What follows belongs to an exercise in optimizing a design on an open flow for small area, a short achievable clock period and few clock cycles per item; a production flow would make more cautious choices. In this exercise RTL edits were held to simulation tests only and were not proved equivalent to the original. Power figures rest on the tool's default switching activity, not on a simulated workload.

<file path="flow/design.v">
`timescale 1ns / 1ps
package rrjs_pkg;
   localparam int MAX_JOBS_DEFAULT  = 16;
   localparam int TIME_BITS_DEFAULT = 16;
   localparam int SLOT_W  = 4;
   localparam int FIELD_W = 16;
   localparam int SLICE_W = 8;
   localparam int EVENT_W = 3;
   localparam logic [SLICE_W-1:0] SLICE_RESET = 8'd2;
   localparam logic [SLICE_W-1:0] SLICE_MAX   = 8'hFF;
   typedef enum logic [2:0] {
      PH_EMPTY = 3'd0,
      PH_READY = 3'd1,
      PH_RUN   = 3'd2,
      PH_IO    = 3'd3,
      PH_DONE  = 3'd4
   } phase_type;
   typedef enum logic [EVENT_W-1:0] {
      EV_ADMIT  = 3'd0,
      EV_REJECT = 3'd1,
      EV_IDLE   = 3'd2,
      EV_RAN    = 3'd3,
      EV_FINISH = 3'd4,
      EV_TOIO   = 3'd5,
      EV_EXPIRE = 3'd6
   } event_type;
   typedef struct packed {
      logic capture;
      logic arrive;
      logic io_step;
      logic run;
      logic count;
      logic publish;
   } cmd_type;
   typedef struct packed {
      logic req_valid;
      logic req_tick;
      logic io_more;
      logic rsp_busy;
   } status_type;
endpackage
`timescale 1ns / 1ps
import rrjs_pkg::*;
module round_robin_job_scheduler (
   input  logic        clock,
   input  logic        reset,
   input  logic        req_valid,
   output logic        req_ready,
   input  logic        req_action,
   input  logic [3:0]  req_arrive_job,
   input  logic [15:0] req_burst_length,
   input  logic [15:0] req_io_complete_mask,
   input  logic        req_needs_io,
   output logic        rsp_valid,
   input  logic        rsp_ready,
   output logic [2:0]  rsp_event_res,
   output logic [3:0]  rsp_job_slot,
   output logic [15:0] rsp_remaining_after,
   output logic [15:0] rsp_tick_now,
   output logic [15:0] rsp_first_start,
   output logic [15:0] rsp_finish_tick,
   output logic [15:0] rsp_running_ticks,
   output logic [15:0] rsp_ready_ticks,
   output logic [15:0] rsp_waiting_io_ticks,
   output logic        rsp_all_done,
   input  logic        csr_valid,
   output logic        csr_ready,
   input  logic [7:0]  csr_data
);
   localparam int NJ = 16;
   logic        iv_ff;
   logic        iact_ff;
   logic [3:0]  ijob_ff;
   logic [15:0] iburst_ff;
   logic [15:0] imask_ff;
   logic        iio_ff;
   logic        rv_ff;
   logic [2:0]  rev_ff;
   logic [3:0]  rslot_ff;
   logic        rhas_ff;
   logic        rdone_ff;
   logic [15:0]   rem_ff   [NJ];
   logic [15:0]   start_ff [NJ];
   logic [15:0]   end_ff   [NJ];
   logic [15:0]   run_ff   [NJ];
   logic [15:0]   rdy_ff   [NJ];
   logic [15:0]   iow_ff   [NJ];
   logic [NJ-1:0] phr_ff, phi_ff, phd_ff;    
   logic [3:0]  q_ff [NJ];
   logic [3:0]  qh_ff, qt_ff;
   logic [4:0]  qn_ff;
   logic [3:0]  l_ff [NJ];
   logic [4:0]  ln_ff;
   logic        runv_ff;
   logic [3:0]  runs_ff;
   logic [7:0]  slice_ff;
   logic [7:0]  tsl_ff;
   logic [15:0] tick_ff;      
   logic        pend_ff;      
   logic [4:0]  act_ff;       
   logic go, tick, last;
   assign tick = iact_ff;
   assign go   = iv_ff && (!rv_ff || rsp_ready);
   logic [15:0] vpos, r, fo, ge;
   logic        ret, more;
   logic [3:0]  ret_slot;
   always_comb begin
      for (int p = 0; p < NJ; p++) vpos[p] = (5'(p) < ln_ff);
   end
   assign r    = imask_ff & vpos;
   assign fo   = r & (~r + 16'd1);
   assign ge   = ~(fo - 16'd1);
   assign ret  = |r;
   assign more = |(r & (r - 16'd1));
   assign last = !(tick && more);
   always_comb begin
      ret_slot = '0;
      for (int p = 0; p < NJ; p++) ret_slot |= fo[p] ? l_ff[p] : 4'd0;
   end
   logic        qempty, disp, have, fin, to_io, expire, leaves, first;
   logic [3:0]  s;
   logic [15:0] rem_cur, run_cur, rem_new, run_new;
   logic [7:0]  slice_new;
   assign qempty    = (qn_ff == 5'd0);
   assign disp      = !runv_ff && (!qempty || ret);
   assign have      = runv_ff || disp;
   assign s         = runv_ff ? runs_ff : (qempty ? ret_slot : q_ff[qh_ff]);
   assign rem_cur   = rem_ff[s];
   assign run_cur   = run_ff[s];
   assign fin       = (rem_cur[15:1] == 15'd0);
   assign rem_new   = rem_cur - {15'd0, (rem_cur != 16'd0)};
   assign run_new   = (&run_cur) ? run_cur : run_cur + 16'd1;
   assign slice_new = disp ? 8'd1 : ((&slice_ff) ? slice_ff : slice_ff + 8'd1);
   assign to_io     = !fin && iio_ff;
   assign expire    = !fin && !iio_ff && (slice_new >= tsl_ff);
   assign leaves    = fin || to_io || expire;
   assign first     = disp && (run_cur == 16'd0);
   logic [3:0] arr;
   logic       admit;
   assign arr   = ijob_ff;
   assign admit = (iburst_ff != 16'd0) && !phr_ff[arr] && !phi_ff[arr] && !phd_ff[arr]
                  && !(runv_ff && runs_ff == arr);
   logic do_adm, do_ret, do_run, do_end, push1, push2, pop, app;
   logic [3:0] slot1;
   assign do_adm = go && !tick && admit;
   assign do_ret = go && tick && ret;
   assign do_run = go && tick && last && have;
   assign do_end = go && last;
   assign push1  = do_adm || do_ret;
   assign slot1  = tick ? ret_slot : arr;
   assign push2  = do_run && expire;
   assign pop    = go && tick && last && disp;
   assign app    = do_run && to_io;
   logic [15:0] now;
   assign now = tick_ff + {15'd0, pend_ff};
   logic [NJ-1:0] phr_nx, phi_nx, sel_s, sel_r, sel_a;
   always_comb begin
      for (int i = 0; i < NJ; i++) begin
         sel_s[i] = (s == 4'(i));
         sel_r[i] = (ret_slot == 4'(i));
         sel_a[i] = (arr == 4'(i));
      end
      phr_nx = phr_ff;
      phi_nx = phi_ff;
      if (do_adm) phr_nx = phr_nx | sel_a;
      if (do_ret) begin
         phr_nx = phr_nx | sel_r;
         phi_nx = phi_nx & ~sel_r;
      end
      if (pop)    phr_nx = phr_nx & ~sel_s;
      if (push2)  phr_nx = phr_nx | sel_s;
      if (app)    phi_nx = phi_nx | sel_s;
   end
   for (genvar i = 0; i < NJ; i++) begin : g_slot
      always_ff @(posedge clock) begin
         if (do_adm && sel_a[i]) begin
            rem_ff[i]   <= iburst_ff;
            start_ff[i] <= '0;
            end_ff[i]   <= '0;
            run_ff[i]   <= '0;
            rdy_ff[i]   <= '0;
            iow_ff[i]   <= '0;
         end else begin
            if (do_run && sel_s[i]) begin
               rem_ff[i] <= rem_new;
               run_ff[i] <= run_new;
               if (first) start_ff[i] <= now;
               if (fin)   end_ff[i]   <= now;
            end
            if (go && tick && last) begin
               if (phr_nx[i] && !(&rdy_ff[i])) rdy_ff[i] <= rdy_ff[i] + 16'd1;
               if (phi_nx[i] && !(&iow_ff[i])) iow_ff[i] <= iow_ff[i] + 16'd1;
            end
         end
      end
   end
   logic [3:0] qt2;
   logic [4:0] apos;
   assign qt2  = qt_ff + {3'd0, push1};
   assign apos = ln_ff - {4'd0, do_ret};
   always_ff @(posedge clock) begin
      for (int i = 0; i < NJ; i++) begin
         if (push1 && qt_ff == 4'(i)) q_ff[i] <= slot1;
         if (push2 && qt2 == 4'(i))   q_ff[i] <= s;
      end
      for (int p = 0; p < NJ; p++) begin
         if (app && apos == 5'(p)) begin
            l_ff[p] <= s;
         end else if (do_ret && ge[p] && p < NJ - 1) begin
            l_ff[p] <= l_ff[(p < NJ - 1) ? p + 1 : p];
         end
      end
   end
   logic [15:0] mask_cmp;
   always_comb begin
      for (int p = 0; p < NJ; p++) begin
         mask_cmp[p] = (ge[p] && p < NJ - 1) ? imask_ff[(p < NJ - 1) ? p + 1 : p] : imask_ff[p];
      end
   end
   logic acc;
   assign req_ready = !iv_ff || (go && last);
   assign acc       = req_valid && req_ready;
   always_ff @(posedge clock) begin
      if (reset) begin
         iv_ff    <= 1'b0;
         rv_ff    <= 1'b0;
         phr_ff   <= '0;
         phi_ff   <= '0;
         phd_ff   <= '0;
         qh_ff    <= '0;
         qt_ff    <= '0;
         qn_ff    <= '0;
         ln_ff    <= '0;
         runv_ff  <= 1'b0;
         runs_ff  <= '0;
         slice_ff <= '0;
         tsl_ff   <= SLICE_RESET;
         tick_ff  <= '0;
         pend_ff  <= 1'b0;
         act_ff   <= '0;
      end else begin
         if (csr_valid) tsl_ff <= csr_data;
         if (acc) begin
            iv_ff <= 1'b1;
         end else if (go && last) begin
            iv_ff <= 1'b0;
         end
         if (do_end) begin
            rv_ff <= 1'b1;
         end else if (rsp_ready) begin
            rv_ff <= 1'b0;
         end
         phr_ff <= phr_nx;
         phi_ff <= phi_nx;
         if (do_run && fin) phd_ff <= phd_ff | sel_s;
         qt_ff <= qt_ff + {3'd0, push1} + {3'd0, push2};
         qh_ff <= qh_ff + {3'd0, pop};
         qn_ff <= qn_ff + {4'd0, push1} + {4'd0, push2} - {4'd0, pop};
         ln_ff <= ln_ff - {4'd0, do_ret} + {4'd0, app};
         if (do_run) begin
            runv_ff  <= !leaves;
            runs_ff  <= s;
            slice_ff <= leaves ? 8'd0 : slice_new;
         end
         if (do_end) begin
            tick_ff <= now;
            pend_ff <= tick && (now != 16'hFFFF);
            act_ff  <= act_ff + {4'd0, do_adm} - {4'd0, do_run && fin};
         end
      end
   end
   always_ff @(posedge clock) begin
      if (acc) begin
         iact_ff   <= req_action;
         ijob_ff   <= req_arrive_job;
         iburst_ff <= req_burst_length;
         imask_ff  <= req_io_complete_mask;
         iio_ff    <= req_needs_io;
      end else if (do_ret && !last) begin
         imask_ff  <= mask_cmp;
      end
      if (do_end) begin
         if (!tick) begin
            rev_ff   <= admit ? EV_ADMIT : EV_REJECT;
            rslot_ff <= arr;
            rhas_ff  <= admit;
         end else begin
            rslot_ff <= have ? s : 4'd0;
            rhas_ff  <= have;
            if (!have)       rev_ff <= EV_IDLE;
            else if (fin)    rev_ff <= EV_FINISH;
            else if (to_io)  rev_ff <= EV_TOIO;
            else if (expire) rev_ff <= EV_EXPIRE;
            else             rev_ff <= EV_RAN;
         end
         rdone_ff <= (act_ff + {4'd0, do_adm} - {4'd0, do_run && fin}) == 5'd0;
      end
   end
   assign rsp_valid            = rv_ff;
   assign rsp_event_res        = rev_ff;
   assign rsp_job_slot         = rslot_ff;
   assign rsp_tick_now         = tick_ff;
   assign rsp_all_done         = rdone_ff;
   assign rsp_remaining_after  = rhas_ff ? rem_ff[rslot_ff]   : 16'd0;
   assign rsp_first_start      = rhas_ff ? start_ff[rslot_ff] : 16'd0;
   assign rsp_finish_tick      = rhas_ff ? end_ff[rslot_ff]   : 16'd0;
   assign rsp_running_ticks    = rhas_ff ? run_ff[rslot_ff]   : 16'd0;
   assign rsp_ready_ticks      = rhas_ff ? rdy_ff[rslot_ff]   : 16'd0;
   assign rsp_waiting_io_ticks = rhas_ff ? iow_ff[rslot_ff]   : 16'd0;
   assign csr_ready            = 1'b1;
endmodule
</file>
<file path="flow/config.mk">
export PLATFORM = sky130hd
export DESIGN_NAME = round_robin_job_scheduler
export DESIGN_NICKNAME = round_robin_job_scheduler
export VERILOG_FILES = /design/flow/design.v
export SDC_FILE = /design/flow/constraint.sdc
export NUM_CORES = 4
export LEC_CHECK = 0
export CAP_MARGIN = 20
export CORE_MARGIN = 2
export CORE_UTILIZATION = 40
export PLACE_DENSITY = 0.6
export SLEW_MARGIN = 20
</file>
<file path="flow/constraint.sdc">
create_clock -name core_clock -period 10.0 [get_ports {clock}]
set_input_delay 2.0000 -clock core_clock [delete_from_list [all_inputs] [get_ports {clock}]]
set_output_delay 2.0000 -clock core_clock [all_outputs]
set_load 0.01 [all_outputs]
</file>
<file path="flow/run.sh">
#!/bin/bash
# synth_recipe.tcl (not shown) runs the flow's synth.tcl, then flattens the netlist and writes it again
# the make line also repeats each setting of config.mk as NAME=value (left out here)
make -C /OpenROAD-flow-scripts/flow DESIGN_CONFIG=/design/flow/config.mk WORK_HOME=/design/flow/orfs CLKGATE_MAP_FILE= SYNTH_SCRIPT=/design/flow/synth_recipe.tcl finish
</file>
==> results.py <==
metrics = {
    "grt": {
        "antenna_found_initial": 24,
        "grt.total_usage": 0.345,
        "grt_start_max_net_pins": 103,
        "globalRouteOverflowTotal": 0,
        "grt_use_met3": 0.104,
        "grt_pass1_wl_um": 587000,
        "grt_pass1_vias": 81580,
        "use_met2": 0.494,
        "grt.busiest_layer": "met2",
        "met1_usage": 0.457,
    },
    "synthesis": {
        "synth_edf_count": 431,
        "yosys.cell_types.count": 114,
        "synth_top_flop_cell": "dfxtp_1",
        "yosysSeqAreaShare": 0.452,
        "avgSynthCellArea_um2": 8.75,
        "async_flop_share": 0,
        "synth_area_um2": 90200,
        "ys_warn_count": 9,
        "synth_nets": 10431,
        "synth_seq_cells": 1822,
        "synthCells": 10310,
    },
    "place": {
        "port_buffers": 172,
        "place_area_um2": 95000,
        "routabilityCongestion": 1.05,
        "dp_hpwl_um": 264000,
    },
    "clock_network": {
        "root_buffer": "clkbuf_16",
        "cts.clk_slew.worst_paths_ps": 60,
        "ctsResizeCount": 0,
        "clk_latency_ps": 940,
        "cts_tree": "yes",
        "htree_levels": 4,
        "clk_path_buf_depth": 3,
        "cts_setup_buffers": 0,
        "cts_buffers": 200,
        "cts_hold_buf": 0,
        "cts.sinks": 1822,
    },
    "critical_path": {
        "endpoint_kind": "flop",
        "arrival_ps": 9540,
        "crit_path_top_delay_cell": "or4_1",
        "crit_fanout": 23,
        "critPathMaxStageDelay_ps": 730,
        "worst-setup-path-type": "flop to flop",
        "cp_common_cell": "a21oi_1",
        "critPathLaunchType": "flop",
        "cp.required_ps": 10830,
    },
    "power": {
        "switchingPower_uw": 21600,
        "switching_share": 0.492,
        "vdd_ir_drop_max_mv": 0.756,
        "pwr-share-clk": 0.179,
        "p_per_area_nw_per_um2": 430,
        "leakagePower_uw": 0.0357,
        "power_frac_seq": 0.263,
        "intPower_uw": 22300,
        "power.total_uw": 43900,
        "power_frac_comb": 0.557,
    },
    "routing": {
        "post-route-drc-count": 0,
        "drt_pass1_iterations": 8,
        "routed_wl_um": 415000,
        "vias": 89613,
        "drt_iter0_drc": 14848,
        "wire_per_inst_um": 31.2,
        "via_per_inst": 6.75,
        "ant_nets": 0,
    },
    "timing": {
        "fmax_ghz": 0.115,
        "setup_tns_ps": 0,
        "layout_min_cycle_time_ps": 8710,
        "skew_ps": 95.0,
        "setup_viol": 0,
        "relSlewSlack": 0.157,
        "worstMarginPinSlew_ps": 1250,
        "min_period_over_period": 0.871,
        "grt_setup_unrepaired": "no",
        "slew_viol_final": 0,
        "hold_viol": 0,
    },
    "floorplanning": {
        "die_area_um2": 229000,
        "die_h_um": 479,
        "start_util": 0.402,
        "fp-row-count": 174,
        "ios": 174,
        "coreArea_um2": 224000,
        "die_x_um": 479,
    },
    "layout": {
        "drive_gt1_frac": 0.100,
        "final_nets": 10221,
        "final_common_cell": "nor2_1",
        "area_growth_pct": 13.3,
        "final_cell_mix": "nor2_1, dfxtp_1, a21oi_1",
        "final_area_um2": 102000,
    },
    "flow_run": {
        "drv_cap": 0,
    },
    "min_path": {
        "min_path_type": "flop to flop",
    },
    "status": {
        "outcome": "no timing/DRC/antenna violations",
    },
}
-- flip-flops by register name, indices dropped and copies added, names as in the netlist, 8 cells and up --
signal	count
phr_ff	16
q_ff	64
phi_ff	16
slice_ff	8
iburst_ff	16
run_ff	256
rem_ff	256
imask_ff	16
iow_ff	256
start_ff	256
tsl_ff	8
l_ff	64
phd_ff	16
end_ff	256
tick_ff	16
rdy_ff	256
-- cell families after synthesis --
logic type / Yosys count / share of synthesized area
AO/OA/AOI/OAI: 3274 / 0.248
XOR/XNOR: 225 / 0.0218
adder cells (fa/ha/maj): 71 / 0.0101
buffers and inverters: 1024 / 0.0471
flip-flops: 1822 / 0.452
multiplexers: 276 / 0.0313
other: 1 / 0.0000416
AND/OR/NAND/NOR: 3617 / 0.190
-- per-layer routing --
metal | vias up | wire length [um]
li1 | 38033 | -
met1 | 42901 | 158000
met2 | 6899 | 168000
met3 | 1752 | 58300
met4 | 28 | 30200
met5 | - | 226
-- final cells by class --
type                       instances  area (um^2)
fill                           21278       122000
multi-input combinational       7464        45900
sequential                      1822        40800
clock buffer                     271         5590
timing repair buffer             485         4200
tap                             2992         3740
clock inverter                   107         1390
inverter                         127          482
antenna                           13         32.5
-- power by group through the flow --
stage          registers (uW)  logic, uW  clock network (uW)
5_1_grt                 11600      25300                8180
2_1_floorplan           11200      14300                   0
3_3_place_gp            11600      22400                   0
3_5_place_dp            11600      22900                   0
4_1_cts                 11500      23000                7900
6_report                11500      24500                7880
-- metrics by stage --
step | worst slack (ps) | std cells | hold WS, ps | util
global placement | 1540 | 12884 | 443 | 0.423
floorplan | 3450 | 10310 | 426 | -
global route | 661 | 13271 | 474 | 0.455
detailed placement | 1490 | 12886 | 451 | 0.423
CTS | 1440 | 13264 | 458 | 0.455
finish | 1290 | 13281 | 459 | 0.455
-- cell usage after synthesis, types with 16 or more instances --
| library cell | count | area, um^2 |
|---|---|---|
| nor4_1 | 31 | 194 |
| nand3_1 | 587 | 2940 |
| o22ai_1 | 25 | 156 |
| a21o_1 | 16 | 120 |
| or3_1 | 152 | 951 |
| nand2_1 | 614 | 2300 |
| o221a_2 | 93 | 1050 |
| nor2b_1 | 46 | 288 |
| a221oi_1 | 95 | 832 |
| o211ai_1 | 150 | 1130 |
| buf_2 | 128 | 641 |
| buf_1 | 91 | 342 |
| o21ai_1 | 25 | 125 |
| nor3_1 | 100 | 500 |
| xnor2_1 | 51 | 447 |
| o21ai_0 | 598 | 2990 |
| xor2_1 | 174 | 1520 |
| or4_1 | 91 | 683 |
| a21oi_1 | 743 | 3720 |
| a31oi_1 | 30 | 188 |
| a22o_1 | 117 | 1020 |
| a211oi_1 | 370 | 2780 |
| o31ai_1 | 94 | 706 |
| nand4_1 | 177 | 1110 |
| and2_1 | 59 | 369 |
| o21a_1 | 27 | 203 |
| edfxtp_1 | 431 | 12900 |
| o2bb2ai_1 | 24 | 210 |
| ha_1 | 67 | 838 |
| a22oi_1 | 583 | 4380 |
| o2111ai_1 | 61 | 534 |
| nand2b_1 | 45 | 282 |
| dfxtp_1 | 1391 | 27800 |
| clkbuf_1 | 626 | 2350 |
| mux2_2 | 39 | 439 |
| inv_1 | 122 | 458 |
| buf_4 | 41 | 308 |
| mux2i_1 | 236 | 2360 |
| nor2_1 | 1446 | 5430 |
| a211oi_2 | 46 | 576 |
| and3_1 | 155 | 970 |
| a41oi_1 | 20 | 175 |
-- worst paths after layout --
check,slack (ps),depth (start not counted),startpoint,endpoint
max,1290,32,ln_ff[4],qn_ff[4]
min,460,2,end_ff[13][0],end_ff[13][0]
max reg2reg,1290,32,ln_ff[4],qn_ff[4]
min reg2reg,460,2,end_ff[13][0],end_ff[13][0]
-- critical path: cells and delay by family (launching register included) --
family,cells,cell delay (ps)
adders and majority gates,3,880
buffers and inverters,4,670
DFF,1,540
AOI/OAI and AO/OA,10,2430
and+or+nand+nor,15,4070
Testbench counts, summed over its fixed seeds: cycles 6,178, items 6,000.

[re-timing with driven ports]
No port has a modelled driver above. Below, the same layout with a new extraction and two added sets of constraints. Step 1: set_driving_cell puts a clkbuf_16 on clock and a buf_2 on each other input, an assumption about the parent block. Step 2 moves the port delays by t, midway between the first and last clock arrival at a register: inputs arrive t later, outputs are due t later. That takes back most of the time a late clock gives input paths. Three values: ideal ports, drivers, drivers and shift; two values: the first two.
shift t [ns]: 0.995
setup slack, ns: 1.291 / 1.291 / 1.291
slew at the worst register clock pin (ns): 0.07 / 0.07
cell pins on the clock port's net: 1
After both steps setup and hold are still met in this run. For this run, drivers alone change the setup slack by 0.000 ns; drivers and shift together by 0.000 ns.
